From an optimization exercise on the open Yosys and OpenROAD flow, aimed at small area, a short achievable clock period and few clock cycles per item; shortcuts taken in it are not production practice. RTL that was checked went through simulation tests only; none was proved equivalent to the original. Function not checked in runs 4 to 7: the RTL went through the layout flow alone. No activity file was given, so power comes from the tool's default toggle rates.

==> design/flow/design.v <==
`timescale 1ns/1ps
`default_nettype none
module env_step_top (
    input  wire         i_clk,
    input  wire         i_rstn,
    input  wire  [31:0] i_mem_rdata,
    output logic [5:0]  o_mem_addr,
    output logic [31:0] o_mem_wdata,
    output logic        o_mem_we
);
    localparam logic [5:0] ACT_ADDR  = 6'd16;
    localparam logic [5:0] FLAG_ADDR = 6'd17;
    localparam logic [5:0] OBS_ADDR  = 6'd18;
    localparam logic [5:0] RWD_ADDR  = 6'd34;
    localparam logic [5:0] DONE_ADDR = 6'd35;
    localparam logic [2:0] S_POLLF = 3'd0;  
    localparam logic [2:0] S_POLLA = 3'd1;  
    localparam logic [2:0] S_FIRST = 3'd2;  
    localparam logic [2:0] S_LOAD  = 3'd3;  
    localparam logic [2:0] S_WRITE = 3'd4;  
    localparam logic [2:0] S_RWD   = 3'd5;
    localparam logic [2:0] S_DONE  = 3'd6;
    localparam logic [2:0] S_CLEAR = 3'd7;
    logic [31:0] ring [16];
    logic [15:0] pv;       
    logic [31:0] w;        
    logic [15:0] ad;       
    logic [3:0]  ph;
    logic [2:0]  st;
    logic [3:0]  cnt;
    logic        loaded;   
    logic        ins;      
    logic [5:0]  addr_q;
    logic        we_q;
    assign o_mem_addr  = addr_q;
    assign o_mem_wdata = w;
    assign o_mem_we    = we_q;
    logic               act;
    logic [15:0]        vel_n;
    logic [15:0]        pos_n;
    logic signed [15:0] wpos;
    logic               wdone;
    logic [3:0]         wenv;
    logic [15:0]        ad_n;
    logic [31:0]        rwd_word;
    assign act   = (st == S_FIRST) ? i_mem_rdata[ph] : ad[ph];
    assign vel_n = act ? (ring[0][15:0] + 16'd1) : (ring[0][15:0] - 16'd1);
    assign pos_n = act ? (pv + 16'd1) : (pv - 16'd1);
    assign wpos  = w[31:16];
    assign wdone = (wpos > 16'sd1000) || (wpos < -16'sd1000);
    assign wenv  = ph - 4'd1;  
    always_comb begin
        ad_n = ad;
        if (st == S_WRITE) ad_n[wenv] = wdone;
    end
    always_comb begin
        rwd_word = '0;
        for (int i = 0; i < 16; i++) rwd_word[2*i] = ~ad_n[i];
    end
    always_ff @(posedge i_clk) begin
        for (int j = 0; j < 16; j++) ring[j] <= ring[(j + 1) % 16];
        if (ins) ring[1] <= i_mem_rdata;
        if (st == S_WRITE) ring[14] <= w;
        pv <= ring[1][31:16] + ring[1][15:0];
        if (st == S_FIRST || (st == S_LOAD && cnt == 4'd0)) ad <= i_mem_rdata[15:0];
        else ad <= ad_n;
        case (st)
            S_WRITE: w <= (cnt == 4'd15) ? rwd_word : {pos_n, vel_n};
            S_RWD:   w <= {16'd0, ad};
            S_DONE:  w <= '0;
            default: w <= {pos_n, vel_n};
        endcase
    end
    always_ff @(posedge i_clk or negedge i_rstn) begin
        if (!i_rstn) begin
            st     <= S_POLLF;
            ph     <= '0;
            cnt    <= '0;
            loaded <= 1'b0;
            ins    <= 1'b0;
            addr_q <= FLAG_ADDR;
            we_q   <= 1'b0;
        end else begin
            ph  <= ph + 4'd1;
            ins <= (st == S_LOAD);
            case (st)
                S_POLLF: begin
                    st     <= S_POLLA;
                    addr_q <= ACT_ADDR;
                end
                S_POLLA: begin
                    if (i_mem_rdata != '0) begin
                        if (i_mem_rdata == 32'd2 || !loaded) begin
                            st     <= S_LOAD;
                            cnt    <= '0;
                            addr_q <= {2'b00, ph + 4'd4};
                        end else begin
                            st <= S_FIRST;
                        end
                    end else begin
                        st     <= S_POLLF;
                        addr_q <= FLAG_ADDR;
                    end
                end
                S_FIRST: begin
                    st     <= S_WRITE;
                    cnt    <= '0;
                    addr_q <= OBS_ADDR + {2'b00, ph};
                    we_q   <= 1'b1;
                end
                S_LOAD: begin
                    cnt    <= cnt + 4'd1;
                    addr_q <= {2'b00, ph + 4'd4};
                    if (cnt == 4'd15) begin
                        st     <= S_WRITE;
                        loaded <= 1'b1;
                        addr_q <= OBS_ADDR + {2'b00, ph};
                        we_q   <= 1'b1;
                    end
                end
                S_WRITE: begin
                    cnt    <= cnt + 4'd1;
                    addr_q <= OBS_ADDR + {2'b00, ph};
                    if (cnt == 4'd15) begin
                        st     <= S_RWD;
                        addr_q <= RWD_ADDR;
                    end
                end
                S_RWD: begin
                    st     <= S_DONE;
                    addr_q <= DONE_ADDR;
                end
                S_DONE: begin
                    st     <= S_CLEAR;
                    addr_q <= FLAG_ADDR;
                end
                default: begin  
                    st     <= S_POLLF;
                    addr_q <= FLAG_ADDR;
                    we_q   <= 1'b0;
                end
            endcase
        end
    end
endmodule
`default_nettype wire
==> design/flow/run.sh <==
#!/bin/bash
# synth_recipe.tcl (not shown) runs the flow's synth.tcl, then flattens the netlist and writes it again
# the make line also repeats each setting of config.mk as NAME=value (left out here)
make -C /OpenROAD-flow-scripts/flow DESIGN_CONFIG=/design/flow/config.mk WORK_HOME=/design/flow/orfs CLKGATE_MAP_FILE= SYNTH_SCRIPT=/design/flow/synth_recipe.tcl finish
==> design/flow/config.mk <==
export PLATFORM = sky130hd
export DESIGN_NAME = env_step_top
export DESIGN_NICKNAME = env_step_top
export VERILOG_FILES = /design/flow/design.v
export SDC_FILE = /design/flow/constraint.sdc
export NUM_CORES = 4
export LEC_CHECK = 0
export ABC_CLOCK_PERIOD_IN_PS = 2200
export CAP_MARGIN = 20
export CORE_MARGIN = 2
export CORE_UTILIZATION = 40
export SETUP_SLACK_MARGIN = 2.0
export SLEW_MARGIN = 20
==> design/flow/constraint.sdc <==
create_clock -name core_clock -period 4.5 [get_ports {i_clk}]
set_input_delay 0.9000 -clock core_clock [delete_from_list [all_inputs] [get_ports {i_clk}]]
set_output_delay 0.9000 -clock core_clock [all_outputs]
set_load 0.01 [all_outputs]
==> results of run 1 <==
-- Yosys cell counts, types with 3 or more instances --
cell / number / area, µm²
a22o_1: 10 / 87.6
buf_2: 4 / 20.0
and2_1: 14 / 87.6
dfrtp_1: 18 / 450
a21oi_1: 30 / 150
or4_1: 4 / 30.0
a311oi_1: 3 / 26.3
a211oi_1: 4 / 30.0
mux2_2: 37 / 417
ha_1: 35 / 438
o22ai_1: 12 / 75.1
nand2b_1: 8 / 50.1
a41oi_1: 3 / 26.3
o21ai_1: 12 / 60.1
nor3_1: 25 / 125
nand3_1: 21 / 105
nor2b_1: 4 / 25.0
and3_1: 15 / 93.8
a31oi_1: 11 / 68.8
o21a_1: 3 / 22.5
xor2_1: 18 / 158
dfxtp_1: 576 / 11500
a221o_1: 8 / 80.1
o211ai_1: 3 / 22.5
a21o_1: 4 / 30.0
o31ai_1: 13 / 97.6
nand2_1: 176 / 661
o21ai_0: 35 / 175
nand4_1: 8 / 50.1
nor4_1: 16 / 100
nor2_1: 61 / 229
buf_4: 3 / 22.5
inv_1: 21 / 78.8
a221oi_1: 10 / 87.6
mux2i_1: 18 / 180
mux4_2: 6 / 135
a32oi_1: 3 / 26.3
a2111oi_2: 3 / 45.0
and4_1: 3 / 26.3
xnor2_1: 27 / 236
o2111ai_1: 3 / 26.3
buf_1: 3 / 11.3
or3_1: 11 / 68.8
a22oi_1: 6 / 45.0
clkbuf_1: 36 / 135
-- per-stage QoR --
| step | total power, mW | worst slack, ns | hold WS, ns | cell area, µm² | util [%] |
|---|---|---|---|---|---|
| after floorplan | 11.2 | 0.836 | 0.310 | 17400 | - |
| after CTS | 18.2 | 0.989 | 0.314 | 21600 | 51.4 |
| after global routing | 19.5 | 0.864 | 0.323 | 22200 | 52.8 |
| final | 18.4 | 0.940 | 0.315 | 22200 | 52.8 |
| after detailed placement | 12.9 | 0.160 | 0.312 | 18800 | 44.8 |
| after global placement | 12.8 | 0.187 | 0.310 | 18800 | 44.8 |
-- timing repair --
action,in CTS,in global routing
gates resized for setup,154,107
cloned,1,0
endpoints found under the setup margin,80,61
pin swaps,48,70
buffers inserted,43,21
-- cell type report --
class                           count  area, µm²  share of cell area [%]
Clock buffer                       72       1560                    7.04
Clock inverter                     34        355                    1.60
Inverter                           24        113                   0.507
Multi-Input combinational cell    718       5770                    26.0
Sequential cell                   596      12100                    54.3
Tap cell                          539        674                    3.04
Timing Repair Buffer              175       1670                    7.50
-- critical path: cells and delay by family, from the launching register on --
family,cells,cell delay (ns)
AO/OA/AOI/OAI,5,0.96
XOR/XNOR,1,0.19
adder cells (fa/ha/maj),1,0.17
buffers and inverters,1,0.20
flip-flops,1,0.43
multiplexers,1,0.58
AND/OR/NAND/NOR,5,0.95
-- cell families after synthesis --
logic type / Yosys count / synth area share (%)
compound gates: 198 / 8.10
xor+xnor: 45 / 2.30
fa+ha+maj: 36 / 2.68
buf+inv: 73 / 1.84
flops: 596 / 70.3
mux: 62 / 4.41
simple gates: 377 / 10.3
-- path summary, 6_finish.rpt --
kind | to | slack (ns)
worst max-delay path | w[14] | 0.94
worst max register to register | w[14] | 0.94
worst min-delay path | ring[10][22] | 0.32
min in group asynchronous | ph[0] | 0.83
worst min register to register | ring[10][22] | 0.32
max in group asynchronous | ph[2] | 2.99
-- per-layer routing --
metal / routed length (µm) / vias to the layer above / part of all wire, %
met4: 1610 / 0 / 4.0
met5: 0 / - / 0
met1: 18400 / 5169 / 46
met2: 18100 / 289 / 45
met3: 2020 / 89 / 5.0
li1: - / 5172 / -
-- sequential cells by signal (all words and copies together) (netlist names), 3 cells and up --
| name | count |
|---|---|
| ph | 4 |
| cnt | 4 |
| w | 32 |
| st | 3 |
| ring | 512 |
| ad | 16 |
| pv | 16 |
| addr_q | 6 |
-- power breakdown --
group | switching, mW | internal, mW | leakage [nW] | total [mW]
clock network | 2.01 | 2.72 | 0.940 | 4.73
logic | 2.77 | 2.22 | 3.10 | 4.99
registers | 0.934 | 7.76 | 5.09 | 8.70
==> impl_results.md, run 1 <==
- GRT overflow: 0
- Met2 Usage GRT: 28.7%
- Clk_skew: 0.0264 ns
- Peak VDD IR: 478 µV
- Total Routing Usage GR: 18.2%
- Crit. Startpoint: ph[1]
- CTS tree: yes
- Cell Pwr Density: 830 nW/µm²
- Post-DP HPWL: 26700 µm
- Post-layout min period: 3.56 ns
- Synthesized cell area: 17100 µm²
- Width of the chip: 211 µm
- RSZ-0062 raised after global routing: true
- Ys async rst share: 3.36%
- Synth Instances: 1387
- Clk buf depth: 3
- Hold buffer count at CTS: 0
- Vias post-DR: 10700
- WHS Path Cells: 0
- Rows: 75
- Yosys warning total: 2
- Chip height: 211 µm
- M1 GR Usage: 24.2%
- Setup TNS: 0 ns
- Root buf cell: clkbuf_16
- Clk sinks: 596
- Critical path class: flip-flop to flip-flop
- Post-synthesis register bit count: 596
- Setup crit end kind: flip-flop
- Clock transition at path regs: 0.07 ns
- Final setup vio count: 0
- DRC: 0
- Hold wc startpoint: ring[11][22]
- H-tree depth: 2
- Seq/Total Area, Yosys: 70.3%
- Worst-path cell chain: buf_12, mux4_2, a22o_4, nor3_4, nor2_4, xnor2_2, ha_4, nand3_2, or4_4, o21bai_1, a31oi_1, a221o_1, a21oi_1, nand4b_1
- Fraction of layout cells with a size suffix above 1: 25.2%
- Total wire length: 40200 µm
- Antenna Cells: 0
- Post-route ant nets: 0
- Layout net count: 1641
- Vias in the first global route: 10600
- Post-Layout Cell Count: 2158
- R2R Path Start: ph[1]
- I/O pin cnt: 73
- Global-route wire length before repair: 61100 µm
- Register-to-Register Path Depth: 14
- Syn Area/Cell: 12.3 µm²
- Status: no timing/DRC/antenna violations
- Worst skew pair latency: 0.61 ns
- Max cap viols: 0
- Gpl congestion: 0.892
- Core area: 42000 µm²
- Synthesis-to-finish area growth: 29.7%
- Crit-path max FO: 13
- Most frequent cells in the layout: dfxtp_1, nand2_1, buf_4, nor2_1, clkbuf_16
- Hold Crit Class: flip-flop to flip-flop
- Drt first pass iters: 5
- Dpl cells: 1987
- Most common cell after layout, fill and taps aside: dfxtp_1
- Slowest CP cell: mux4_2
- Fill count: 3580
- CP peak stage delay: 0.58 ns
- DR iter-0 viols: 663
- I/O Buffers: 72
- Final period utilization: 79.1%
- EDFF count, synth: 0
- Initial antenna violation count: 1
- Global-route met3 utilization: 3.73%
- Post-DR wirelength/cell: 18.6 µm
- Hold violation count in the final report: 0
- Top Usage Layer GRT: met2
- Rel. slew slack: 36.7%
- Synth Flop Type: dfxtp_1
- Largest net degree at the start of global routing: 47
- Worst-margin pin slew: 0.946 ns
- Synth cell types: 81
- Initial core utilization: 40.7%
- Die area: 44400 µm²
- Critical Path AT: 4.10 ns
- Critical path launch point type: flip-flop
- Max Freq: 281 MHz
- Syn_nets: 1457
- CTS Buf Count: 56
- Max Slew Vio Count: 0
- Crit path required time: 5.04 ns
- Leakage: 9.13 nW
- Vias per inst: 4.97
Testbench counts, summed over its fixed seeds: cycles 38,095, steps 1,600.
==> run 2: changes to the inputs <==
--- a/design/flow/config.mk
+++ b/design/flow/config.mk
@@ -7,3 +7,3 @@
 export LEC_CHECK = 0
-export ABC_CLOCK_PERIOD_IN_PS = 2200
+export ABC_CLOCK_PERIOD_IN_PS = 2000
 export CAP_MARGIN = 20
@@ -11,3 +11,3 @@
 export CORE_UTILIZATION = 40
-export SETUP_SLACK_MARGIN = 2.0
+export SETUP_SLACK_MARGIN = 2.5
 export SLEW_MARGIN = 20
==> run 2 against run 1 <==
Still clean. Clock-buffer cell count increased by 10. Clock power about the same. Final area increased by 0.86%. Worst hold slack got worse by 0.058 ns. Final cell count increased by 0.83%. Area after synthesis unchanged. Largest cell class unchanged. Largest power group unchanged.
==> impl_results.md, run 2 <==
- Status: no timing/DRC/antenna violations
- Most common cell after layout, fill and taps aside: dfxtp_1
- Clk sinks: 596 (unchanged)
- Crit-path max FO: 14 (+1)
- Switching pwr: 5.84 mW (+2.3%)
- Post-Layout Cell Count: 2176 (+0.83%)
- Pwr Total: 18.8 mW (+2.2%)
- Clock transition at path regs: 0.07 ns (about the same)
- Final period utilization: 78.5% (-0.60 points)
- Width of the chip: 211 µm (unchanged)
- DRC: 0 (unchanged)
- Cell Pwr Density: 841 nW/µm² (+1.3%)
- Crit path required time: 4.99 ns (-0.05 ns)
- Syn Area/Cell: 12.3 µm² (unchanged)
- Placed Area: 19000 µm² (+0.76%)
- Most frequent cells in the layout: dfxtp_1, nand2_1, buf_4, buf_6, clkbuf_16
- Yosys warning total: 2 (unchanged)
- Peak VDD IR: 484 µV (+1.1%)
- Flop2flop setup slack: 0.97 ns (+0.03 ns)
- Top Metal Used: met4
- Post-DR wirelength/cell: 19.5 µm (+4.8%)
- Total wire length: 42400 µm (+5.6%)
- Buf/Inv on CP: 2 (+1)
- Largest net degree at the start of global routing: 49 (+4.3%)
- Clk_skew: 0.0131 ns (-0.0133 ns)
- R2R Path Start: ph[1]
- CP Depth: 14 (unchanged)
- Synth Instances: 1387 (unchanged)
- CTS tree: yes
- Fraction of layout cells with a size suffix above 1: 29.2% (+4.0 points)
- Global-route wire length before repair: 64800 µm (+5.9%)
- Synthesis-to-finish area growth: 30.8%
- CP delay by family, top: compound AO/OA/AOI/OAI gates
- Die area: 44400 µm² (unchanged)
- Critical Path AT: 4.02 ns (-0.08 ns)
- Drt first pass iters: 5 (unchanged)
- GRT overflow: 0 (unchanged)
- Leakage: 9.14 nW (about the same)
- Max FFs per register: 512 (unchanged)
- Post-layout min period: 3.53 ns (-0.0270 ns)
- Met3 wire length: 2490 µm (+23%)
- I/O pin cnt: 73 (unchanged)
- Synth cell types: 81 (unchanged)
- Setup crit end kind: flip-flop
- Rel. slew slack: 28.7% (-8.0 points)
- Post-synthesis register bit count: 596 (unchanged)
- Worst-path cell chain: buf_12, mux4_2, a22o_4, nor3_4, nor2_4, buf_6, xnor2_1, ha_2, o41ai_2, nand2b_1, or3_1, a221oi_2, xor2_1, o21ai_1
- I/O Buffers: 72 (unchanged)
- Layout net count: 1661 (+1.2%)
- Ys async rst share: 3.36% (unchanged)
- Gpl congestion: 0.885 (-0.84%)
- Initial antenna violation count: 1 (unchanged)
- Hold violation count in the final report: 0 (unchanged)
- Top cells by count, synth: dfxtp_1, nand2_1, nor2_1, mux2_2, clkbuf_1
- RR Endpoint: w[30]
- Vias per inst: 5.02 (+1.0%)
- Biggest regs: ring: 512 flops, w: 32 flops
- Logic pwr share: 28.5% (+1.4 points)
- Dpl cells: 1990 (+0.15%)
- Top cells by area, synth: dfxtp_1, nand2_1, dfrtp_1
- Max Slew Vio Count: 0 (unchanged)
- Final setup vio count: 0 (unchanged)
- Post-DP HPWL: 28500 µm (+6.8%)
- H-tree depth: 2 (unchanged)
- RSZ-0062 raised after global routing: true
- EDFF count, synth: 0 (unchanged)
- Hold WS: 0.257 ns (-0.0579 ns)
- Design area: 22400 µm² (+0.86%)
- Critical path launch point type: flip-flop
- Area leader, netlist: dfxtp_1
- Chip height: 211 µm (unchanged)
- Setup TNS: 0 ns (unchanged)
- Seq/Total Area, Yosys: 70.3% (unchanged)
- Rows: 75 (unchanged)
- Synthesized cell area: 17100 µm² (unchanged)
- Worst skew pair latency: 0.60 ns (about the same)
- Internal Power: 13.0 mW (+2.2%)
- Antenna Cells: 0 (unchanged)
- Critical path class: flip-flop to flip-flop
- Clk buf depth: 3 (unchanged)
- DR WL met2: 18700 µm (+3.2%)
- Sw Share: 31.0% (about the same)
- Synth Flop Type: dfxtp_1
- CP peak stage delay: 0.56 ns (-0.02 ns)
- Post-route ant nets: 0 (unchanged)
- Vias post-DR: 10900 (+1.8%)
- Most flop-heavy register: ring
- Slowest CP cell: mux4_2
- Max Freq: 283 MHz (+0.77%)
- Most frequent cell after synthesis: dfxtp_1
- Total Routing Usage GR: 19.4% (+1.2 points)
- Worst-margin pin slew: 1.05 ns (+0.106 ns)
- Register-to-Register Path Depth: 14 (unchanged)
- Clock Power Share: 25.0% (-0.7 points)
- Initial core utilization: 40.7% (unchanged)
- CTS Buf Count: 56 (unchanged)
- Post-Route M1 WL: 19400 µm (+5.5%)
- Root buf cell: clkbuf_16
- Sequential share of power: 46.6% (-0.6 points)
- DR iter-0 viols: 687 (+3.6%)
- Max cap viols: 0 (unchanged)
- Syn_nets: 1457 (unchanged)
- Core area: 42000 µm² (unchanged)
- Vias in the first global route: 10900 (+3.3%)
- Top-area cell type share of the netlist area: 67.4% (unchanged)
- Hold Crit Class: primary input to async pin
==> run 2: cell counts after synthesis <==
No cell type changed its count.
==> run 2: how the worst max path moves through the flow <==
stage          endpoint  slack [ns]             from
4_1_cts           w[14]        1.04            st[2]
3_3_place_gp      w[14]        0.14  i_mem_rdata[10]
2_1_floorplan     w[14]        0.84  i_mem_rdata[10]
5_1_grt           w[30]        0.84            ph[1]
6_report          w[30]        0.97            ph[1]
3_5_place_dp      w[14]        0.13  i_mem_rdata[11]
==> run 2: cell type report <==
cell class,count,area (µm²)
sequential,596,12100
clock buffer,82,1630
clock inverter,22,239
inverter,24,110
fill,3604,19700
multi-input combinational,719,5780
tap,539,674
timing repair buffer,194,1820
==> run 2: kinds of logic (layout without fill, tap and decap cells) <==
| logic type | Yosys count | in the layout | synth area share (%) |
|---|---|---|---|
| fa+ha+maj | 36 | 36 | 2.68 |
| simple gates | 377 | 378 | 10.3 |
| xor+xnor | 45 | 45 | 2.30 |
| compound gates | 198 | 198 | 8.10 |
| buf+inv | 73 | 322 | 1.84 |
| flops | 596 | 596 | 70.3 |
| mux | 62 | 62 | 4.41 |
==> run 2: power groups by stage <==
| stage | sequential (mW) | combinational, mW | clock (mW) |
|---|---|---|---|
| after floorplan | 8.42 | 2.82 | 0 |
| after global placement | 8.76 | 4.14 | 0 |
| after detailed placement | 8.82 | 4.18 | 0 |
| after CTS | 8.79 | 5.02 | 4.81 |
| after global routing | 9.01 | 5.83 | 5.04 |
| final | 8.76 | 5.36 | 4.70 |
==> run 2: repair_timing <==
| item | CTS | global route |
|---|---|---|
| gates resized for setup | 395 | 65 |
| setup endpoints to repair | 117 | 108 |
| setup buffers | 62 | 18 |
| cloned | 1 | 1 |
| hold buffers | 0 | 0 |
| pin swaps | 48 | 32 |
==> run 2: worst register-to-register path: cells and delay by family (launching register included) <==
| family | cells | cell delay, ns |
|---|---|---|
| buf+inv | 2 | 0.31 |
| compound gates | 4 | 0.84 |
| xor+xnor | 2 | 0.29 |
| mux | 1 | 0.57 |
| fa+ha+maj | 1 | 0.20 |
| flops | 1 | 0.37 |
| simple gates | 4 | 0.80 |
==> run 2: layer usage <==
metal	global-route usage (%)	up-vias
met5	0	-
met4	8.45	0
met3	3.78	98
met2	29.8	312
met1	26.7	5312
li1	-	5194
==> run 2: metrics by stage <==
step / utilization, % / setup WS (ns)
6_report: 53.2 / 0.967
3_3_place_gp: 45.1 / 0.142
5_1_grt: 53.2 / 0.839
2_1_floorplan: - / 0.836
3_5_place_dp: 45.1 / 0.127
4_1_cts: 52.2 / 1.04
==> run 3: changes to the inputs <==
--- a/design/flow/config.mk
+++ b/design/flow/config.mk
@@ -7,3 +7,2 @@
 export LEC_CHECK = 0
-export ABC_CLOCK_PERIOD_IN_PS = 2000
 export CAP_MARGIN = 20
@@ -11,3 +10,2 @@
 export CORE_UTILIZATION = 40
-export SETUP_SLACK_MARGIN = 2.5
 export SLEW_MARGIN = 20
==> run 3 against run 2 <==
Still clean on timing, DRC and antenna. Combinational power down 25%. Power is 7.9% lower. First-iteration DRC count fell by 4.8%. Flip-flop and latch count unchanged. Synthesized cell count did not move. Non-clock buffer count down 63. Largest power group unchanged. Routed wire length fell by 7.4%.
==> impl_results.md, run 3 <==
- DRC: 0 (unchanged)
- Crit-path max FO: 4 (-10)
- Top cells by count, synth: dfxtp_1, nand2_1, nor2_1, mux2_2, clkbuf_1
- Pre-CTS setup slack: 0.134 ns (+0.00735 ns)
- Clock transition at path regs: 0.06 ns (about the same)
- Vias per inst: 4.94 (-1.4%)
- Crit path required time: 5.02 ns (+0.03 ns)
- Flop2flop setup slack: 0.81 ns (-0.16 ns)
- Most common cell after layout, fill and taps aside: dfxtp_1
- Biggest regs: ring: 512 flops, w: 32 flops
- Final setup vio count: 0 (unchanged)
- Synthesized cell area: 17100 µm² (unchanged)
- Sequential share of power: 49.9% (+3.3 points)
- Critical path launch point type: primary input
- EDFF count, synth: 0 (unchanged)
- Hold wc startpoint: ring[4][30]
- Total Routing Usage GR: 18.1% (-1.3 points)
- Register-to-Register Path Depth: 15 (+1)
- Drt first pass iters: 5 (unchanged)
- Vias in the first global route: 10400 (-5.1%)
- H-tree depth: 2 (unchanged)
- Fraction of layout cells with a size suffix above 1: 13.8% (-15 points)
- Worst Hold End: ring[3][30]
- Internal Power: 12.1 mW (-6.8%)
- Die area: 44400 µm² (unchanged)
- RSZ-0062 raised after global routing: false
- Yosys warning total: 2 (unchanged)
- Hold buffer count at CTS: 0 (unchanged)
- Hold Crit Class: flip-flop to flip-flop
- WHS Path Cells: 0
- Fin worst setup slack: 0.719 ns (-0.248 ns)
- Initial core utilization: 40.7% (unchanged)
- Max Freq: 264 MHz (-6.6%)
- Post-CTS Setup Bufs: 0 (-100%)
- CTS resizes: 0 (-100%)
- Peak VDD IR: 445 µV (-8.0%)
- Syn Area/Cell: 12.3 µm² (unchanged)
- CTS Buf Count: 55 (-1.8%)
- Initial antenna violation count: 0 (-1)
- Core area: 42000 µm² (unchanged)
- Width of the chip: 211 µm (unchanged)
- Worst skew pair latency: 0.61 ns (about the same)
- Most flop-heavy register: ring
- Switching pwr: 5.23 mW (-10%)
- Leakage: 8.48 nW (-7.2%)
- Worst-path cell chain: clkdlybuf4s50_1, mux2i_1, mux4_2, mux2i_4, nor2_2, nor2_4, xnor2_1, ha_1, nand3_1, or4_1, o21bai_1, a31oi_1, a221o_1, a21oi_1, nand4b_1
- Synthesis-to-finish area growth: 20.4%
- DR iter-0 viols: 654 (-4.8%)
- Top cells by area, synth: dfxtp_1, nand2_1, dfrtp_1
- Logic pwr share: 23.3% (-5.2 points)
- I/O pin cnt: 73 (unchanged)
- Post-synthesis register bit count: 596 (unchanged)
- Gpl congestion: 0.912 (+3.1%)
- Clk sinks: 596 (unchanged)
- Hold WS: 0.320 ns (+0.0624 ns)
- Top-area cell type share of the netlist area: 67.4% (unchanged)
- Critical Path AT: 4.31 ns (+0.29 ns)
- Clk buf depth: 3 (unchanged)
- Total wire length: 39300 µm (-7.4%)
- Chip height: 211 µm (unchanged)
- Post-layout min period: 3.78 ns (+0.248 ns)
- Most frequent cells in the layout: dfxtp_1, nand2_1, clkdlybuf4s50_1, nor2_1, buf_4
- CP peak stage delay: 0.57 ns (about the same)
- Max FFs per register: 512 (unchanged)
- Ys async rst share: 3.36% (unchanged)
- CP delay by family, top: simple AND/OR/NAND/NOR gates
- Area leader, netlist: dfxtp_1
- Rel. slew slack: 26.4% (-2.3 points)
- I/O Buffers: 72 (unchanged)
- Cell Pwr Density: 842 nW/µm² (about the same)
- Hold violation count in the final report: 0 (unchanged)
- Root buf cell: clkbuf_16
- Max Slew Vio Count: 0 (unchanged)
- R2R Path Start: st[0]
- Synth Flop Type: dfxtp_1
- Synth Instances: 1387 (unchanged)
- Global-route wire length before repair: 60800 µm (-6.2%)
- RR Endpoint: w[14]
- Layout net count: 1596 (-3.9%)
- Slowest CP cell: clkdlybuf4s50_1
- Rows: 75 (unchanged)
- GRT overflow: 0 (unchanged)
- Status: no timing/DRC/antenna violations
- Post-route ant nets: 0 (unchanged)
- Worst-margin pin slew: 1.10 ns (+0.0514 ns)
- Syn_nets: 1457 (unchanged)
- Synth cell types: 81 (unchanged)
- Critical path class: primary input to flip-flop
- CTS tree: yes
- Largest net degree at the start of global routing: 49 (unchanged)
- Sw Share: 30.2% (-0.85 points)
- Most frequent cell after synthesis: dfxtp_1
- Max cap viols: 0 (unchanged)
- Vias post-DR: 10400 (-4.4%)
- Final period utilization: 84.0% (+5.5 points)
- Post-DP HPWL: 27400 µm (-3.9%)
- Clock Power Share: 26.8% (+1.8 points)
- Buf/Inv on CP: 1 (-1)
- Setup TNS: 0 ns (unchanged)
- Post-DR wirelength/cell: 18.6 µm (-4.5%)
- Seq/Total Area, Yosys: 70.3% (unchanged)
- CP Depth: 15 (+1)
- Setup crit end kind: flip-flop
- Clk_skew: 0.0266 ns (+0.0134 ns)
[run 3: cell counts after synthesis]
Identical to the previous run, type by type.
[run 3: worst register-to-register path: stages, from the launching register on]
cell      delay (ns)
dfrtp_1         0.40
nor3b_4         0.21
buf_4           0.24
mux4_2          0.35
a22o_1          0.32
nor3_2          0.24
nor2_4          0.09
xnor2_1         0.15
ha_1            0.22
nand3_1         0.12
or4_1           0.49
o21bai_1        0.17
a31oi_1         0.09
a221o_1         0.30
a21oi_1         0.10
nand4b_1        0.11
[run 3: area by class of cell]
type | instances | area, µm²
antenna | 1 | 2.50
clock buffer | 71 | 1550
clock inverter | 30 | 312
fill | 3801 | 21400
inverter | 24 | 90.1
multi-input combinational | 718 | 4770
sequential | 596 | 12000
tap | 539 | 674
timing repair buffer | 131 | 1160
[run 3: cells by family after synthesis]
group | count (synthesis) | share of synthesized area (%)
buffers and inverters | 73 | 1.84
muxes | 62 | 4.41
xor gates and xnor gates | 45 | 2.30
DFF | 596 | 70.3
AOI/OAI and AO/OA | 198 | 8.10
and+or+nand+nor | 377 | 10.3
adders and majority gates | 36 | 2.68
[run 3: worst max path at each step]
stage / startpoint / end / slack (ns)
2_1_floorplan: i_mem_rdata[2] / w[30] / 0.62
3_3_place_gp: i_mem_rdata[13] / w[14] / 0.14
3_5_place_dp: i_mem_rdata[13] / w[14] / 0.13
4_1_cts: i_mem_rdata[13] / w[14] / 0.73
5_1_grt: i_mem_rdata[13] / w[14] / 0.48
6_report: i_mem_rdata[13] / w[14] / 0.72
[run 3: power groups by stage]
stage,clock [mW],combinational [mW],sequential [mW]
after floorplan,0,2.63,8.41
after global placement,0,4.02,8.70
after detailed placement,0,4.04,8.77
after CTS,4.78,4.08,8.70
after global routing,4.99,4.47,8.91
final,4.65,4.03,8.65
[run 3: through the flow]
step	std cells	power [mW]	instance area, µm²	utilization, %
final	2110	17.3	20600	49.0
after CTS	2109	17.6	20600	49.0
after global placement	2008	12.7	18700	44.6
after global routing	2109	18.4	20600	49.0
after floorplan	1387	11.0	17100	-
after detailed placement	2008	12.8	18700	44.6
[run 3: layer usage]
layer / track usage [%] / share of wire (%) / vias to the layer above
li1: - / - / 5059
met1: 25.3 / 48 / 4979
met2: 27.4 / 43 / 322
met3: 3.55 / 5.7 / 72
met4: 7.89 / 3.2 / 0
met5: 0 / 0 / -
==> run 4: changes to the inputs <==
--- a/design/flow/design.v
+++ b/design/flow/design.v
@@ -45,5 +45,14 @@
     logic [31:0]        rwd_word;
-    assign act   = (st == S_FIRST) ? i_mem_rdata[ph] : ad[ph];
-    assign vel_n = act ? (ring[0][15:0] + 16'd1) : (ring[0][15:0] - 16'd1);
-    assign pos_n = act ? (pv + 16'd1) : (pv - 16'd1);
+    logic [15:0] oh;       
+    logic [15:0] vel_p, vel_m, pos_p, pos_m;
+    always_comb begin
+        for (int i = 0; i < 16; i++) oh[i] = (ph == 4'(i));
+    end
+    assign act   = (st == S_FIRST) ? |(oh & i_mem_rdata[15:0]) : |(oh & ad);
+    assign vel_p = ring[0][15:0] + 16'd1;
+    assign vel_m = ring[0][15:0] - 16'd1;
+    assign pos_p = pv + 16'd1;
+    assign pos_m = pv - 16'd1;
+    assign vel_n = act ? vel_p : vel_m;
+    assign pos_n = act ? pos_p : pos_m;
     assign wpos  = w[31:16];
@@ -59,2 +68,10 @@
     end
+    logic        w_step;
+    logic [31:0] w_other;
+    assign w_step = !((st == S_WRITE && cnt == 4'd15) || st == S_RWD || st == S_DONE);
+    always_comb begin
+        if (st == S_WRITE)    w_other = rwd_word;
+        else if (st == S_RWD) w_other = {16'd0, ad};
+        else                  w_other = '0;
+    end
     always_ff @(posedge i_clk) begin
@@ -66,8 +83,4 @@
         else ad <= ad_n;
-        case (st)
-            S_WRITE: w <= (cnt == 4'd15) ? rwd_word : {pos_n, vel_n};
-            S_RWD:   w <= {16'd0, ad};
-            S_DONE:  w <= '0;
-            default: w <= {pos_n, vel_n};
-        endcase
+        if (w_step) w <= {pos_n, vel_n};
+        else        w <= w_other;
     end
--- a/design/flow/config.mk
+++ b/design/flow/config.mk
@@ -7,2 +7,3 @@
 export LEC_CHECK = 0
+export ABC_CLOCK_PERIOD_IN_PS = 2000
 export CAP_MARGIN = 20
@@ -10,2 +11,3 @@
 export CORE_UTILIZATION = 40
+export SETUP_SLACK_MARGIN = 2.4
 export SLEW_MARGIN = 20
==> run 4 against run 3 <==
Maximum frequency is 0.78% higher. Sequential share of layout area is 3.4 points lower. Critical path depth is 1 higher. Highest routed layer unchanged. First-iteration DRC count is 1.5% higher. Largest power group unchanged. Sequential power is 8.7% lower. Still clean.
==> impl_results.md, run 4 <==
- Max Freq: 267 MHz (+0.78%)
- Leakage: 9.18 nW (+8.2%)
- Seq/Total Area, Yosys: 70.9% (+0.60 points)
- Rows: 75 (unchanged)
- CTS tree: yes
- Setup TNS: 0 ns (unchanged)
- Critical Path AT: 4.25 ns (-0.06 ns)
- Top cells by area, synth: dfxtp_1, ha_1, nand2_1
- Width of the chip: 211 µm (about the same)
- I/O Buffers: 72 (unchanged)
- Crit path required time: 5.00 ns (-0.02 ns)
- Status: no timing/DRC/antenna violations
- Yosys warning total: 2 (unchanged)
- Largest net degree at the start of global routing: 28 (-43%)
- Initial core utilization: 40.6% (-0.077 points)
- Most common cell after layout, fill and taps aside: dfxtp_1
- Biggest regs: ring: 512 flops, w: 32 flops, pv: 16 flops
- Syn Area/Cell: 12.7 µm² (+3.2%)
- Synthesis-to-finish area growth: 29.7%
- Flop2flop setup slack: 0.75 ns (-0.06 ns)
- Met3 wire length: 2250 µm (+0.67%)
- R2R Path Start: ph[3]
- RR Endpoint: w[13]
- Switching pwr: 4.57 mW (-13%)
- Proportion of synthesized area in mux cells: 2.67% (-1.7 points)
- Area leader, netlist: dfxtp_1
- Sequential share of power: 48.1% (-1.8 points)
- Vias post-DR: 10400 (-0.12%)
- Max Slew Vio Count: 0 (unchanged)
- Vias per inst: 4.88 (-1.3%)
- Fraction of layout cells with a size suffix above 1: 29.0% (+15 points)
- WHS Path Cells: 0 (unchanged)
- Hold WS: 0.312 ns (-0.00790 ns)
- Hold violation count in the final report: 0 (unchanged)
- Post-Layout Cell Count: 2136 (+1.2%)
- EDFF count, synth: 8 (+8)
- Worst-path cell chain: buf_12, ha_4, a22o_1, a222oi_1, nand4_1, o21ai_4, buf_12, buf_6, buf_6, ha_1, a21oi_1, a211oi_2, o221a_2, o21a_1, o21a_1, o31ai_1
- Max FFs per register: 512 (unchanged)
- Root buf cell: clkbuf_16
- Most frequent cells in the layout: dfxtp_1, nand2_1, buf_4, clkbuf_16, nor2_1
- Post-DR wirelength/cell: 18.4 µm (-1.2%)
- Hold wc startpoint: ring[10][14]
- Slowest CP cell: dfrtp_2
- GRT overflow: 0 (unchanged)
- Register-to-Register Path Depth: 16 (+1)
- CP delay by family, top: compound AO/OA/AOI/OAI gates
- Peak VDD IR: 403 µV (-9.4%)
- I/O pin cnt: 73 (unchanged)
- Adder-cell share of the synthesized area: 4.82% (+2.1 points)
- Clk_skew: 0.0298 ns (+0.00321 ns)
- Die area: 44400 µm² (-0.19%)
- Core area: 42000 µm² (unchanged)
- Ys async rst share: 3.36% (unchanged)
- Clock transition at path regs: 0.06 ns (about the same)
- Post-Synth Simple-Gate Area: 8.10% (-2.2 points)
- Layout net count: 1648 (+3.3%)
- Gpl congestion: 0.865 (-5.1%)
- Clk sinks: 596 (unchanged)
- Post-layout min period: 3.75 ns (-0.0293 ns)
- Worst Hold End: ring[9][14]
- Worst skew pair latency: 0.62 ns (about the same)
- DR iter-0 viols: 664 (+1.5%)
- CTS Buf Count: 55 (unchanged)
- Synth Flop Type: dfxtp_1
- Worst-margin pin slew: 0.973 ns (-0.131 ns)
- Top cells by count, synth: dfxtp_1, nand2_1, ha_1, nor2_1, a21oi_1
- Synth Area in Compound Gates: 9.68% (+1.6 points)
- Clk buf depth: 3 (unchanged)
- Fin worst setup slack: 0.748 ns (+0.0293 ns)
- Synth Instances: 1342 (-3.2%)
- Syn_nets: 1440 (-1.2%)
- DR WL met2: 17800 µm (+5.4%)
- Max cap viols: 0 (unchanged)
- Critical path class: flip-flop to flip-flop
- Most frequent cell after synthesis: dfxtp_1
- Post-synthesis register bit count: 596 (unchanged)
- RSZ-0062 raised after global routing: true
- Post-DP HPWL: 25800 µm (-5.9%)
- Fill count: 3592 (-5.5%)
- Hold Crit Class: flip-flop to flip-flop
- Most flop-heavy register: ring
- Critical path launch point type: flip-flop
- Rel. slew slack: 34.9% (+8.5 points)
- Global-route wire length before repair: 59000 µm (-2.9%)
- Top-area cell type share of the netlist area: 66.6% (-0.81 points)
- Logic pwr share: 22.6% (-0.7 points)
- Main combinational cell family by area after synthesis: compound AO/OA/AOI/OAI gates
- Final setup vio count: 0 (unchanged)
- Buf/Inv on CP: 4 (+3)
- Crit-path max FO: 6 (+2)
- Final period utilization: 83.4% (-0.65 points)
- Pre-CTS setup slack: -0.135 ns (-0.269 ns)
- Sw Share: 27.8% (-2.4 points)
- Chip height: 211 µm (about the same)
- Synth cell types: 79 (-2.5%)
- Vias in the first global route: 10300 (-0.91%)
- Internal Power: 11.9 mW (-2.0%)
- Post-route ant nets: 0 (unchanged)
- Post-synthesis xor/xnor area fraction: 2.34% (+0.041 points)
- Total wire length: 39300 µm (about the same)
- Post-Route M1 WL: 17800 µm (-5.8%)
- H-tree depth: 2 (unchanged)
- Synthesized cell area: 17100 µm² (-0.19%)
- Setup crit end kind: flip-flop
- Drt first pass iters: 8 (+3)
- CP peak stage delay: 0.45 ns (-0.12 ns)
- Cell Pwr Density: 742 nW/µm² (-12%)
- Clock Power Share: 29.3% (+2.5 points)
- Dpl cells: 1952 (-2.8%)
- DRC: 0 (unchanged)
- Total Routing Usage GR: 17.6% (-0.50 points)
- Top Metal Used: met4
- Initial antenna violation count: 2 (+2)
run 4: kinds of logic after synthesis:
logic type	Yosys count
flip-flops	596
AND/OR/NAND/NOR	298
AO/OA/AOI/OAI	237
buffers and inverters	66
XOR/XNOR	41
adder cells (fa/ha/maj)	64
multiplexers	40
run 4: how the worst max path moves through the flow:
stage | start | end | slack (ns) | cells after the start
5_1_grt | ph[2] | w[14] | 0.68 | 14
2_1_floorplan | ph[3] | w[14] | 0.59 | 13
3_3_place_gp | i_mem_rdata[5] | w[30] | 0.04 | 14
3_5_place_dp | i_mem_rdata[5] | w[14] | -0.13 | 12
4_1_cts | ph[3] | w[30] | 0.86 | 15
6_report | ph[3] | w[13] | 0.75 | 16
run 4: per-stage QoR:
stage / utilization, % / cell area, µm² / power, mW
after floorplan: - / 17300 / 9.75
after global placement: 44.8 / 18800 / 11.0
after detailed placement: 44.8 / 18800 / 11.1
after CTS: 51.7 / 21700 / 16.3
after global routing: 52.7 / 22100 / 17.3
final: 52.7 / 22100 / 16.4
run 4: area by class of cell:
type,count,area (µm²),area share (%)
multi-input cells,683,5640,25.5
clock inverters,22,328,1.48
clock buffers,81,1640,7.39
inverters,32,126,0.571
diodes,1,2.50,0.0113
flip-flops and latches,596,12200,55.1
repair buffers,182,1540,6.95
well taps,539,674,3.05
run 4: timing repair:
item,in CTS,in global routing
setup endpoints to repair,137,99
setup buffers,55,21
pin swaps,52,38
cloned,2,2
gates resized for setup,397,62
hold buffers,0,0
run 4: routing by layer:
layer | track usage (%) | vias up
met4 | 7.97 | 0
met1 | 23.1 | 5000
li1 | - | 5044
met5 | 0 | -
met3 | 3.91 | 91
met2 | 28.0 | 284
run 4: power groups by stage:
stage	Sequential, mW	Clock (mW)	Combinational (mW)
finish	7.90	4.81	3.72
floorplan	7.78	0	1.97
global placement	7.95	0	3.04
CTS	7.94	4.94	3.39
detailed placement	8.00	0	3.07
global route	8.10	5.18	4.07
==> run 5: changes to the inputs <==
--- a/design/flow/design.v
+++ b/design/flow/design.v
@@ -42,3 +42,2 @@
     logic               wdone;
-    logic [3:0]         wenv;
     logic [15:0]        ad_n;
@@ -51,6 +50,22 @@
     assign act   = (st == S_FIRST) ? |(oh & i_mem_rdata[15:0]) : |(oh & ad);
-    assign vel_p = ring[0][15:0] + 16'd1;
-    assign vel_m = ring[0][15:0] - 16'd1;
-    assign pos_p = pv + 16'd1;
-    assign pos_m = pv - 16'd1;
+    function automatic logic [15:0] inc16(input logic [15:0] x);
+        logic c;
+        c = 1'b1;
+        for (int i = 0; i < 16; i++) begin
+            inc16[i] = x[i] ^ c;
+            c        = c & x[i];
+        end
+    endfunction
+    function automatic logic [15:0] dec16(input logic [15:0] x);
+        logic c;
+        c = 1'b1;
+        for (int i = 0; i < 16; i++) begin
+            dec16[i] = x[i] ^ c;
+            c        = c & ~x[i];
+        end
+    endfunction
+    assign vel_p = inc16(ring[0][15:0]);
+    assign vel_m = dec16(ring[0][15:0]);
+    assign pos_p = inc16(pv);
+    assign pos_m = dec16(pv);
     assign vel_n = act ? vel_p : vel_m;
@@ -59,6 +74,7 @@
     assign wdone = (wpos > 16'sd1000) || (wpos < -16'sd1000);
-    assign wenv  = ph - 4'd1;  
     always_comb begin
         ad_n = ad;
-        if (st == S_WRITE) ad_n[wenv] = wdone;
+        for (int i = 0; i < 16; i++) begin
+            if (st == S_WRITE && oh[(i + 1) % 16]) ad_n[i] = wdone;  
+        end
     end
--- a/design/flow/config.mk
+++ b/design/flow/config.mk
@@ -11,2 +11,3 @@
 export CORE_UTILIZATION = 40
+export CTS_BUF_LIST = sky130_fd_sc_hd__clkbuf_8
 export SETUP_SLACK_MARGIN = 2.4
==> run 5 against run 4 <==
Still clean. Critical path depth fell by 7. Combinational power fell by 53%. Routed wire length fell by 5.3%. Worst hold slack got worse by 0.13 ns. Sequential power fell by 7.6%. Utilization fell by 1.8 points. Flip-flop and latch count did not move. Global-route usage rose by 0.091 points.
==> impl_results.md, run 5 <==
- Status: no timing/DRC/antenna violations
- Cell Pwr Density: 645 nW/µm² (-13%)
- Initial antenna violation count: 1 (-1)
- Dpl cells: 1877 (-3.8%)
- Synth Area in Compound Gates: 7.01% (-2.7 points)
- Crit. Startpoint: ph[0]
- Max Freq: 370 MHz (+39%)
- Synth Flop Type: dfxtp_1
- Most flop-heavy register: ring
- GRT overflow: 0 (unchanged)
- Clk buf depth: 3 (unchanged)
- Leakage: 8.80 nW (-4.1%)
- Final period utilization: 60.1% (-23 points)
- Most common cell after layout, fill and taps aside: dfxtp_1
- Root buf cell: clkbuf_8
- Total Routing Usage GR: 17.7% (+0.091 points)
- Most frequent cells in the layout: dfxtp_1, nand2_1, clkbuf_8, buf_4, nor2_1
- Hold Crit Class: primary input to async pin
- Top cells by count, synth: dfxtp_1, nand2_1, nor2_1, mux2_2, a21oi_1
- R2R Path Start: ph[0]
- I/O Buffers: 72 (unchanged)
- Final setup vio count: 0 (unchanged)
- Width of the chip: 207 µm (-1.8%)
- RSZ-0062 raised after global routing: true
- Core area: 40700 µm² (-3.1%)
- H-tree depth: 3 (+1)
- Post-synthesis register bit count: 596 (unchanged)
- Fin util: 50.9% (-1.8 points)
- Hold WS: 0.184 ns (-0.127 ns)
- Main combinational cell family by area after synthesis: simple AND/OR/NAND/NOR gates
- Critical Path AT: 3.23 ns (-1.02 ns)
- Setup crit end kind: flip-flop
- Syn_nets: 1369 (-4.9%)
- I/O pin cnt: 73 (unchanged)
- CTS tree: yes
- Antenna Cells: 0 (-1)
- Chip height: 207 µm (-1.8%)
- Adder-cell share of the synthesized area: 2.25% (-2.6 points)
- Max FFs per register: 512 (unchanged)
- Post-layout min period: 2.70 ns (-1.05 ns)
- Clk sinks: 596 (unchanged)
- Synth cell types: 64 (-19%)
- Die area: 42800 µm² (-3.6%)
- Worst skew pair latency: 0.66 ns (+0.04 ns)
- Post-route ant nets: 0 (unchanged)
- EDFF count, synth: 0 (-8)
- Yosys warning total: 2 (unchanged)
- Seq/Total Area, Yosys: 73.2% (+2.2 points)
- Setup TNS: 0 ns (unchanged)
- Vias per inst: 4.79 (-1.8%)
- Hold buffer count at CTS: 0 (unchanged)
- Drt first pass iters: 5 (-3)
- Gpl congestion: 0.833 (-3.7%)
- Post-Layout Cell Count: 2108 (-1.3%)
- Clock transition at path regs: 0.08 ns (+0.02 ns)
- Post-synthesis xor/xnor area fraction: 1.76% (-0.59 points)
- Critical path class: flip-flop to flip-flop
- Total wire length: 37200 µm (-5.3%)
- DR iter-0 viols: 661 (-0.45%)
- Ys async rst share: 3.36% (unchanged)
- Biggest regs: ring: 512 flops, w: 32 flops
- Fin worst setup slack: 1.80 ns (+1.05 ns)
- Most frequent cell after synthesis: dfxtp_1
- Initial core utilization: 40.4% (-0.25 points)
- Max cap viols: 0 (unchanged)
- DRC: 0 (unchanged)
- Clk_skew: 0.0390 ns (+0.00923 ns)
- Fraction of layout cells with a size suffix above 1: 29.6% (+0.56 points)
- Worst-margin pin slew: 0.784 ns (-0.190 ns)
- Max Slew Vio Count: 0 (unchanged)
- Hold violation count in the final report: 0 (unchanged)
- Crit path required time: 5.03 ns (+0.03 ns)
- Synth Instances: 1306 (-2.7%)
- Vias post-DR: 10100 (-3.1%)
- Proportion of synthesized area in mux cells: 4.25% (+1.6 points)
- Rows: 74 (-1.3%)
- Vias in the first global route: 9935 (-3.3%)
- Post-Synth Simple-Gate Area: 9.86% (+1.8 points)
- CTS Buf Count: 89 (+62%)
- Critical path launch point type: flip-flop
- Crit-path max FO: 12 (+6)
- Peak VDD IR: 367 µV (-9.0%)
- Layout net count: 1575 (-4.4%)
- Pre-CTS setup slack: 0.568 ns (+0.702 ns)
- Top-area cell type share of the netlist area: 70.1% (+3.5 points)
- Synthesized cell area: 16400 µm² (-3.7%)
- Area leader, netlist: dfxtp_1
- Syn Area/Cell: 12.6 µm² (-1.0%)
- Post-DR wirelength/cell: 17.7 µm (-4.0%)
- Synthesis-to-finish area growth: 26.0%
- Global-route wire length before repair: 56800 µm (-3.7%)
- Post-DP HPWL: 23600 µm (-8.6%)
- Largest net degree at the start of global routing: 38 (+36%)
- Rel. slew slack: 47.8% (+13 points)
- Top cells by area, synth: dfxtp_1, nand2_1, dfrtp_1
## run 5: kinds of logic after synthesis
| family | Yosys count |
|---|---|
| compound gates | 165 |
| mux | 65 |
| fa+ha+maj | 29 |
| flops | 596 |
| buf+inv | 70 |
| simple gates | 348 |
| xor+xnor | 33 |
## run 5: stage by stage
step | total power, mW | cell area [µm²]
floorplan | 8.19 | 16600
global placement | 8.87 | 17900
detailed placement | 8.94 | 17900
CTS | 13.4 | 20400
global route | 14.1 | 20700
finish | 13.4 | 20700
## run 5: cell type report
| cell class | count | area [µm²] |
|---|---|---|
| multi-input cells | 641 | 4790 |
| fillers | 3597 | 20000 |
| clock inverters | 46 | 295 |
| well taps | 532 | 666 |
| flip-flops and latches | 596 | 12100 |
| repair buffers | 161 | 1240 |
| inverters | 23 | 88.8 |
| clock buffers | 109 | 1500 |
## run 5: final timing paths
| kind | to | slack, ns | cells after the start |
|---|---|---|---|
| worst max-delay path | w[11] | 1.80 | 9 |
| max in group asynchronous | addr_q[4] | 3.96 | 1 |
| min in group core_clock | ring[2][12] | 0.31 | 0 |
| worst max register to register | w[11] | 1.80 | 9 |
| worst min register to register | ring[2][12] | 0.31 | 0 |
| worst min-delay path | we_q | 0.18 | 1 |
## run 5: report_power, final
part	internal (mW)	switching, mW
registers	6.79	0.505
logic	0.693	1.04
clock network	2.37	1.97
## run 5: layer usage
metal / GRT usage, % / part of all wire, % / wire [µm] / up-vias
met3: 4.05 / 5.9 / 2210 / 86
met5: 0 / 0.035 / 13 / -
met4: 8.56 / 3.5 / 1290 / 2
met2: 25.8 / 43 / 16000 / 287
met1: 24.8 / 48 / 17700 / 4849
li1: - / - / - / 4877
## run 5: worst max-delay path: stages, from the launching register on
cell,delay (ns)
dfrtp_2,0.45
inv_2,0.11
ha_4,0.23
a22o_1,0.20
a222oi_1,0.26
nand4_2,0.25
o21a_4,0.23
or4_4,0.42
o2111a_1,0.16
a221o_1,0.27
## run 5: timing repair
| action | 4_1_cts | 5_1_grt |
|---|---|---|
| endpoints found under the setup margin | 114 | 62 |
| setup buffers | 56 | 19 |
| pin swaps | 37 | 32 |
| gates cloned | 1 | 0 |
| resized for setup | 384 | 92 |
==> run 6: changes to the inputs <==
--- a/design/flow/config.mk
+++ b/design/flow/config.mk
@@ -11,3 +11,2 @@
 export CORE_UTILIZATION = 40
-export CTS_BUF_LIST = sky130_fd_sc_hd__clkbuf_8
 export SETUP_SLACK_MARGIN = 2.4
==> run 6 against run 5 <==
Register-to-register slack hardly changed. Maximum frequency hardly changed. Via count is 2.4% lower. Worst hold slack better by 0.13 ns. Clock-buffer cell count is 34 lower. Combinational power is 3% lower. Critical path depth is 1 lower. Utilization is 0.16 points higher. Largest power group unchanged.
==> impl_results.md, run 6 <==
- Initial antenna violation count: 2 (+1)
- Syn_nets: 1369 (unchanged)
- Synth Flop Type: dfxtp_1
- Syn Area/Cell: 12.6 µm² (unchanged)
- Chip height: 207 µm (unchanged)
- Fraction of layout cells with a size suffix above 1: 27.8% (-1.7 points)
- Yosys warning total: 2 (unchanged)
- Worst-path cell chain: ha_4, a22o_1, a222oi_1, nand4_2, o21a_4, or4_4, o2111a_1, a221o_1
- Leakage: 8.67 nW (-1.6%)
- Worst skew pair latency: 0.61 ns (-0.05 ns)
- DRC: 0 (unchanged)
- Crit path required time: 4.98 ns (-0.05 ns)
- Vias per inst: 4.82 (+0.62%)
- Rows: 74 (unchanged)
- DR iter-0 viols: 636 (-3.8%)
- Peak VDD IR: 306 µV (-17%)
- Area leader, netlist: dfxtp_1
- Most frequent cells in the layout: dfxtp_1, nand2_1, buf_4, clkbuf_16, buf_2
- Met2 Usage GRT: 26.2% (+0.36 points)
- Drt first pass iters: 5 (unchanged)
- Synthesized cell area: 16400 µm² (unchanged)
- Post-route ant nets: 0 (unchanged)
- Max cap viols: 0 (unchanged)
- Post-DR wirelength/cell: 18.0 µm (+2.0%)
- Post-DP HPWL: 23600 µm (unchanged)
- Root buf cell: clkbuf_16
- Synthesis-to-finish area growth: 26.4%
- Initial core utilization: 40.4% (unchanged)
- Setup TNS: 0 ns (unchanged)
- Critical path launch point type: flip-flop
- Most frequent cell after synthesis: dfxtp_1
- Post-layout min period: 2.71 ns (+0.00198 ns)
- CTS tree: yes
- M1 GR Usage: 24.4% (-0.37 points)
- Global-route met3 utilization: 4.18% (+0.13 points)
- Largest net degree at the start of global routing: 38 (unchanged)
- Crit-path max FO: 8 (-4)
- RSZ-0062 raised after global routing: true
- Clk buf depth: 3 (unchanged)
- Seq/Total Area, Yosys: 73.2% (unchanged)
- Top-area cell type share of the netlist area: 70.1% (unchanged)
- Max Freq: 370 MHz (about the same)
- Hold violation count in the final report: 0 (unchanged)
- CTS Buf Count: 55 (-38%)
- Ys async rst share: 3.36% (unchanged)
- Gpl congestion: 0.833 (unchanged)
- Post-synthesis register bit count: 596 (unchanged)
- Vias in the first global route: 9616 (-3.2%)
- Die area: 42800 µm² (unchanged)
- EDFF count, synth: 0 (unchanged)
- Biggest regs: ring: 512 flops, w: 32 flops
- Synth Instances: 1306 (unchanged)
- Status: no timing/DRC/antenna violations
- Final setup vio count: 0 (unchanged)
- Width of the chip: 207 µm (unchanged)
- Total wire length: 36800 µm (-1.1%)
- Most flop-heavy register: ring
- Most common cell after layout, fill and taps aside: dfxtp_1
- Top Usage Layer GRT: met2
- Core area: 40700 µm² (unchanged)
- Max Slew Vio Count: 0 (unchanged)
- Flop2flop setup slack: 1.79 ns (about the same)
- Rel. slew slack: 37.1% (-11 points)
- H-tree depth: 2 (-1)
- Vias post-DR: 9860 (-2.4%)
- Fill count: 3571 (-0.72%)
- Setup crit end kind: flip-flop
- Hold Crit Class: flip-flop to flip-flop
- Pwr Total: 13.9 mW (+3.9%)
- Clock transition at path regs: 0.07 ns (about the same)
- Critical Path AT: 3.19 ns (-0.04 ns)
- Final period utilization: 60.1% (about the same)
- Layout net count: 1530 (-2.9%)
- Cell Pwr Density: 668 nW/µm² (+3.5%)
- I/O pin cnt: 73 (unchanged)
- Top cells by count, synth: dfxtp_1, nand2_1, nor2_1, mux2_2, a21oi_1
- Worst-margin pin slew: 0.941 ns (+0.157 ns)
- Clk_skew: 0.0209 ns (-0.0181 ns)
- Antenna Cells: 0 (unchanged)
- Total Routing Usage GR: 17.4% (-0.35 points)
- Hold buffer count at CTS: 0 (unchanged)
- Max FFs per register: 512 (unchanged)
- Slowest CP cell: dfrtp_2
- Global-route wire length before repair: 55900 µm (-1.7%)
- Critical path class: flip-flop to flip-flop
- Top cells by area, synth: dfxtp_1, nand2_1, dfrtp_1
- I/O Buffers: 72 (unchanged)
- Clk sinks: 596 (unchanged)
- GRT overflow: 0 (unchanged)
- CP peak stage delay: 0.47 ns (+0.02 ns)
- Synth cell types: 64 (unchanged)
[run 6: final timing paths]
check,from,end,cells past startpoint
hold reg to reg,ring[12][16],ring[11][16],0
max in group asynchronous,i_rstn,ph[0],1
setup reg to reg,ph[0],w[11],8
setup / recovery,ph[0],w[11],8
min in group asynchronous,i_rstn,cnt[2],1
hold / removal,ring[12][16],ring[11][16],0
[run 6: worst max-delay path: cells and delay by family (launching register included)]
kind / cells / cell delay, ns
compound gates: 5 / 1.22
flops: 1 / 0.47
fa+ha+maj: 1 / 0.22
simple gates: 2 / 0.69
[run 6: per-stage QoR]
step                      hold slack (ns)  worst slack, ns  instance area [µm²]  cells  utilization [%]
after floorplan                     0.310             1.75                16600   1306                -
after global placement              0.310            0.633                17900   1877             44.0
after detailed placement            0.312            0.568                17900   1877             44.0
after CTS                           0.318             1.87                20500   2031             50.3
after global routing                0.322             1.71                20800   2045             51.0
final                               0.313             1.79                20800   2045             51.0
[run 6: cells by family (layout without fill, tap and decap cells)]
group                    count (synthesis)  in the layout  share of synthesized area (%)
flip-flops                             596            596                           73.2
AND/OR/NAND/NOR                        348            348                           9.86
AO/OA/AOI/OAI                          165            166                           7.01
buffers and inverters                   70            276                           1.70
multiplexers                            65             65                           4.25
XOR/XNOR                                33             33                           1.76
adder cells (fa/ha/maj)                 29             29                           2.25
[run 6: final cells by class]
| cell class | count | area, µm² | share of cell area, % |
|---|---|---|---|
| Sequential cell | 596 | 12100 | 58.4 |
| Multi-Input combinational cell | 641 | 4800 | 23.1 |
| Clock buffer | 75 | 1590 | 7.66 |
| Timing Repair Buffer | 150 | 1120 | 5.40 |
| Tap cell | 532 | 666 | 3.20 |
| Clock inverter | 28 | 379 | 1.82 |
| Inverter | 23 | 86.3 | 0.415 |
[run 6: per-layer routing]
metal | vias up | part of all wire, %
li1 | 4777 | -
met1 | 4756 | 48
met2 | 245 | 43
met3 | 78 | 6.2
met4 | 4 | 3.1
met5 | - | 0.057
[run 6: timing repair]
item | 4_1_cts | 5_1_grt
gates cloned | 1 | 0
pin swaps | 38 | 28
buffers inserted | 50 | 14
gates resized for setup | 404 | 68
endpoints found under the setup margin | 109 | 56
[run 6: power by group]
part / internal (mW) / total [mW] / switching (mW)
Clock: 2.95 / 4.91 / 1.96
Combinational: 0.646 / 1.67 / 1.02
Sequential: 6.79 / 7.30 / 0.507
Total: 10.4 / 13.9 / 3.49
==> run 7: changes to the inputs <==
--- a/design/flow/design.v
+++ b/design/flow/design.v
@@ -44,8 +44,12 @@
     logic [31:0]        rwd_word;
-    logic [15:0] oh;       
+    logic [15:0] oh_q;     
+    logic [15:0] oh_nxt;   
+    logic        act_q;    
+    logic        first_q;  
+    logic        w_step_q;
     logic [15:0] vel_p, vel_m, pos_p, pos_m;
     always_comb begin
-        for (int i = 0; i < 16; i++) oh[i] = (ph == 4'(i));
+        for (int i = 0; i < 16; i++) oh_nxt[i] = (ph == 4'((i + 15) % 16));
     end
-    assign act   = (st == S_FIRST) ? |(oh & i_mem_rdata[15:0]) : |(oh & ad);
+    assign act = first_q ? |(oh_q & i_mem_rdata[15:0]) : act_q;
     function automatic logic [15:0] inc16(input logic [15:0] x);
@@ -77,3 +81,3 @@
         for (int i = 0; i < 16; i++) begin
-            if (st == S_WRITE && oh[(i + 1) % 16]) ad_n[i] = wdone;  
+            if (st == S_WRITE && oh_q[(i + 1) % 16]) ad_n[i] = wdone;  
         end
@@ -84,5 +88,5 @@
     end
-    logic        w_step;
+    logic        load_ad;
     logic [31:0] w_other;
-    assign w_step = !((st == S_WRITE && cnt == 4'd15) || st == S_RWD || st == S_DONE);
+    assign load_ad = (st == S_FIRST) || (st == S_LOAD && cnt == 4'd0);
     always_comb begin
@@ -97,5 +101,7 @@
         pv <= ring[1][31:16] + ring[1][15:0];
-        if (st == S_FIRST || (st == S_LOAD && cnt == 4'd0)) ad <= i_mem_rdata[15:0];
-        else ad <= ad_n;
-        if (w_step) w <= {pos_n, vel_n};
+        if (load_ad) ad <= i_mem_rdata[15:0];
+        else         ad <= ad_n;
+        oh_q  <= oh_nxt;
+        act_q <= |(oh_nxt & (load_ad ? i_mem_rdata[15:0] : ad));
+        if (w_step_q) w <= {pos_n, vel_n};
         else        w <= w_other;
@@ -109,2 +115,4 @@
             ins    <= 1'b0;
+            first_q  <= 1'b0;
+            w_step_q <= 1'b1;
             addr_q <= FLAG_ADDR;
@@ -114,2 +122,4 @@
             ins <= (st == S_LOAD);
+            first_q  <= (st == S_POLLA) && (i_mem_rdata != '0) && !(i_mem_rdata == 32'd2 || !loaded);
+            w_step_q <= !((st == S_WRITE && cnt >= 4'd14) || st == S_RWD);
             case (st)
--- a/design/flow/config.mk
+++ b/design/flow/config.mk
@@ -11,3 +11,3 @@
 export CORE_UTILIZATION = 40
-export SETUP_SLACK_MARGIN = 2.4
+export SETUP_SLACK_MARGIN = 2.5
 export SLEW_MARGIN = 20
==> run 7 against run 6 <==
Still clean on timing, DRC and antenna. Clock power fell by 1%. Area after synthesis is 3.4% higher. Utilization grew 1.3 points. Final area rose by 5.5%. Combinational power increased by 23%. Power decreased by 1.9%. First-iteration DRC count down 0.94%. Routed wire length grew 1.7%. Sequential power down 7.9%. Worst setup slack gained 0.27 ns. Maximum frequency increased by 11%. Critical endpoint is now w[30].
==> impl_results.md, run 7 <==
- Largest net degree at the start of global routing: 40 (+5.3%)
- Most frequent cells in the layout: dfxtp_1, nand2_1, buf_4, buf_6, clkbuf_16
- Max cap viols: 0 (unchanged)
- Worst skew pair latency: 0.59 ns (-0.02 ns)
- Worst-margin pin slew: 0.726 ns (-0.215 ns)
- Max Slew Vio Count: 0 (unchanged)
- Most used cell, CP: or4_4
- Critical path endpoint: w[30]
- Area occupied by multi-input gates: 5150 µm² (+7.2%)
- Slowest CP cell: or4_4
- Most common cell after layout, fill and taps aside: dfxtp_1
- Yosys warning total: 2 (unchanged)
- Core area: 41900 µm² (+3.0%)
- CP Depth: 6 (-2)
- Chip height: 210 µm (+1.6%)
- Synthesis-to-finish area growth: 29.0%
- Fin worst setup slack: 2.06 ns (+0.267 ns)
- I/O Buffers: 72 (unchanged)
- EDFF count, synth: 0 (unchanged)
- I/O pin cnt: 73 (unchanged)
- Global-route wire length before repair: 56800 µm (+1.6%)
- Max FFs per register: 512 (unchanged)
- Clk buf depth: 3 (unchanged)
- Flop2flop setup slack: 2.06 ns (+0.27 ns)
- Gpl congestion: 0.888 (+6.6%)
- Critical path launch point type: flip-flop
- Rows: 75 (+1.4%)
- Synth cell types: 65 (+1.6%)
- Rel. slew slack: 51.4% (+14 points)
- Post-DP HPWL: 23100 µm (-1.8%)
- Buf/Inv on CP: 0 (unchanged)
- CTS Buf Count: 56 (+1.8%)
- GRT overflow: 0 (unchanged)
- Initial antenna violation count: 1 (-1)
- Root buf cell: clkbuf_16
- Vias post-DR: 10300 (+4.1%)
- Top cells by count, synth: dfxtp_1, nand2_1, o21ai_0, mux2i_1, mux2_2
- Antenna Cells: 0 (unchanged)
- CP peak stage delay: 0.54 ns (+0.07 ns)
- Biggest regs: ring: 512 flops, w: 32 flops
- Dpl cells: 1930 (+2.8%)
- CTS tree: yes
- Syn Area/Cell: 12.6 µm² (about the same)
- Fill count: 3569 (-0.056%)
- Crit-path max FO: 2 (-6)
- Crit path required time: 4.98 ns (about the same)
- RR Endpoint: w[30]
- Cell Pwr Density: 621 nW/µm² (-7.0%)
- Total Routing Usage GR: 16.8% (-0.59 points)
- Most flop-heavy register: ring
- Most frequent cell after synthesis: dfxtp_1
- Hold WS: 0.281 ns (-0.0317 ns)
- Ys async rst share: 3.58% (+0.22 points)
- Pre-CTS setup slack: 0.852 ns (+0.284 ns)
- Top cells by area, synth: dfxtp_1, nand2_1, dfrtp_1
- Area leader, netlist: dfxtp_1
- Status: no timing/DRC/antenna violations
- Drt first pass iters: 5 (unchanged)
- Width of the chip: 210 µm (+1.6%)
- Final period utilization: 54.2% (-5.9 points)
- RSZ-0062 raised after global routing: true
- Worst-path cell chain: or4_4, or4_4, or4_4, o211ai_2, mux2i_1, or3_1
- Post-layout min period: 2.44 ns (-0.267 ns)
- Register-to-Register Path Depth: 6 (-2)
- Fraction of layout cells with a size suffix above 1: 30.1% (+2.3 points)
- Vias in the first global route: 10100 (+5.3%)
- Clk sinks: 615 (+3.2%)
- Hold violation count in the final report: 0 (unchanged)
- Clock transition at path regs: 0.06 ns (about the same)
- Post-route ant nets: 0 (unchanged)
- Setup crit end kind: flip-flop
- Seq/Total Area, Yosys: 73.1% (-0.093 points)
- Hold Crit Class: primary input to async pin
- Syn_nets: 1414 (+3.3%)
- Final setup vio count: 0 (unchanged)
- Synth Flop Type: dfxtp_1
- Leakage: 9.22 nW (+6.3%)
- Synthesized cell area: 17000 µm² (+3.4%)
- DRC: 0 (unchanged)
- Setup TNS: 0 ns (unchanged)
- Max Freq: 410 MHz (+11%)
- R2R Path Start: pv[3]
- DR iter-0 viols: 630 (-0.94%)
- Peak VDD IR: 367 µV (+20%)
- Top-area cell type share of the netlist area: 69.8% (-0.29 points)
- Sequential cell area: 12500 µm² (+3.4%)
- Initial core utilization: 40.5% (+0.17 points)
- Layout net count: 1604 (+4.8%)
- Critical Path AT: 2.91 ns (-0.28 ns)
- Clk_skew: 0.0124 ns (-0.00851 ns)
- CP delay by family, top: simple AND/OR/NAND/NOR gates
- Pwr Total: 13.6 mW (-1.9%)
- Vias per inst: 4.83 (+0.18%)
- Post-synthesis register bit count: 615 (+3.2%)
- Total wire length: 37500 µm (+1.7%)
- Post-Layout Cell Count: 2125 (+3.9%)
- Synth Instances: 1350 (+3.4%)
- Crit. Startpoint: pv[3]
- H-tree depth: 2 (unchanged)
- Post-DR wirelength/cell: 17.6 µm (-2.1%)
- Critical path class: flip-flop to flip-flop
- Die area: 44200 µm² (+3.3%)
run 7: changes by cell type after synthesis, sizes merged, moves of 6 or more:
cell / change
o2111ai: -6
mux2i: +14
o22ai: +7
and2: +15
a22oi: +9
nand3: -22
nand2: +26
a22o: -16
xor2: +8
a21boi: +14
o21ai: +13
nor2: -17
a21oi: -6
dfxtp: +17
run 7: kinds of logic (layout without fill, tap and decap cells):
family	Yosys count	count (layout)	share of synthesized area [%]
muxes	79	79	4.93
DFF	615	615	73.1
xor gates and xnor gates	39	39	2.01
buffers and inverters	64	298	1.42
and+or+nand+nor	347	347	9.58
adders and majority gates	30	30	2.25
AOI/OAI and AO/OA	176	178	6.73
run 7: how the worst min path moves through the flow:
stage / end / slack (ns) / cells past startpoint
after floorplan: ring[10][0] / 0.31 / 0
final: addr_q[1] / 0.28 / 1
after CTS: ring[4][6] / 0.32 / 0
after detailed placement: ring[10][29] / 0.31 / 0
after global routing: cnt[2] / 0.30 / 1
after global placement: ring[13][22] / 0.31 / 0
run 7: timing repair:
action / in CTS / in global routing
setup endpoints to repair: 124 / 89
setup buffers: 59 / 28
pin swaps: 63 / 38
hold buffers: 0 / 0
cloned: 3 / 1
resized for setup: 482 / 117
run 7: per-stage QoR:
| stage | util (%) | cell area [µm²] |
|---|---|---|
| 5_1_grt | 52.3 | 21900 |
| 3_3_place_gp | 43.9 | 18400 |
| 3_5_place_dp | 43.9 | 18400 |
| 2_1_floorplan | - | 17100 |
| 6_report | 52.3 | 21900 |
| 4_1_cts | 50.7 | 21300 |
run 7: where the power goes:
| group | leakage (nW) | internal, mW | total (mW) | switching [mW] |
|---|---|---|---|---|
| clock network | 0.942 | 2.84 | 4.85 | 2.02 |
| registers | 5.15 | 6.26 | 6.72 | 0.460 |
| logic | 3.12 | 0.963 | 2.05 | 1.09 |
| total | 9.22 | 10.1 | 13.6 | 3.56 |
run 7: layout make-up:
cell class              count  share of cell area [%]
multi-input cells         673                    23.5
repair buffers            166                    6.85
well taps                 539                    3.07
clock inverters            29                    1.63
clock buffers              75                    7.22
flip-flops and latches    615                    57.2
inverters                  27                   0.519
repair inverters            1                  0.0228
run 7: per-layer routing:
| metal | global-route usage [%] | part of all wire (%) | vias up |
|---|---|---|---|
| met5 | 0 | 0.035 | - |
| met4 | 6.24 | 2.9 | 2 |
| met3 | 3.69 | 6.0 | 75 |
| met2 | 26.7 | 45 | 271 |
| met1 | 22.5 | 46 | 4935 |
| li1 | - | - | 4981 |

Re-timed with assumed drivers on the ports (clkbuf_16 on the clock, buf_2 on other inputs), run 7 has 2.062 ns of setup slack against 2.062 ns with ideal ports, and 1.557 ns once port delays also move by the mid clock arrival of 0.641 ns.
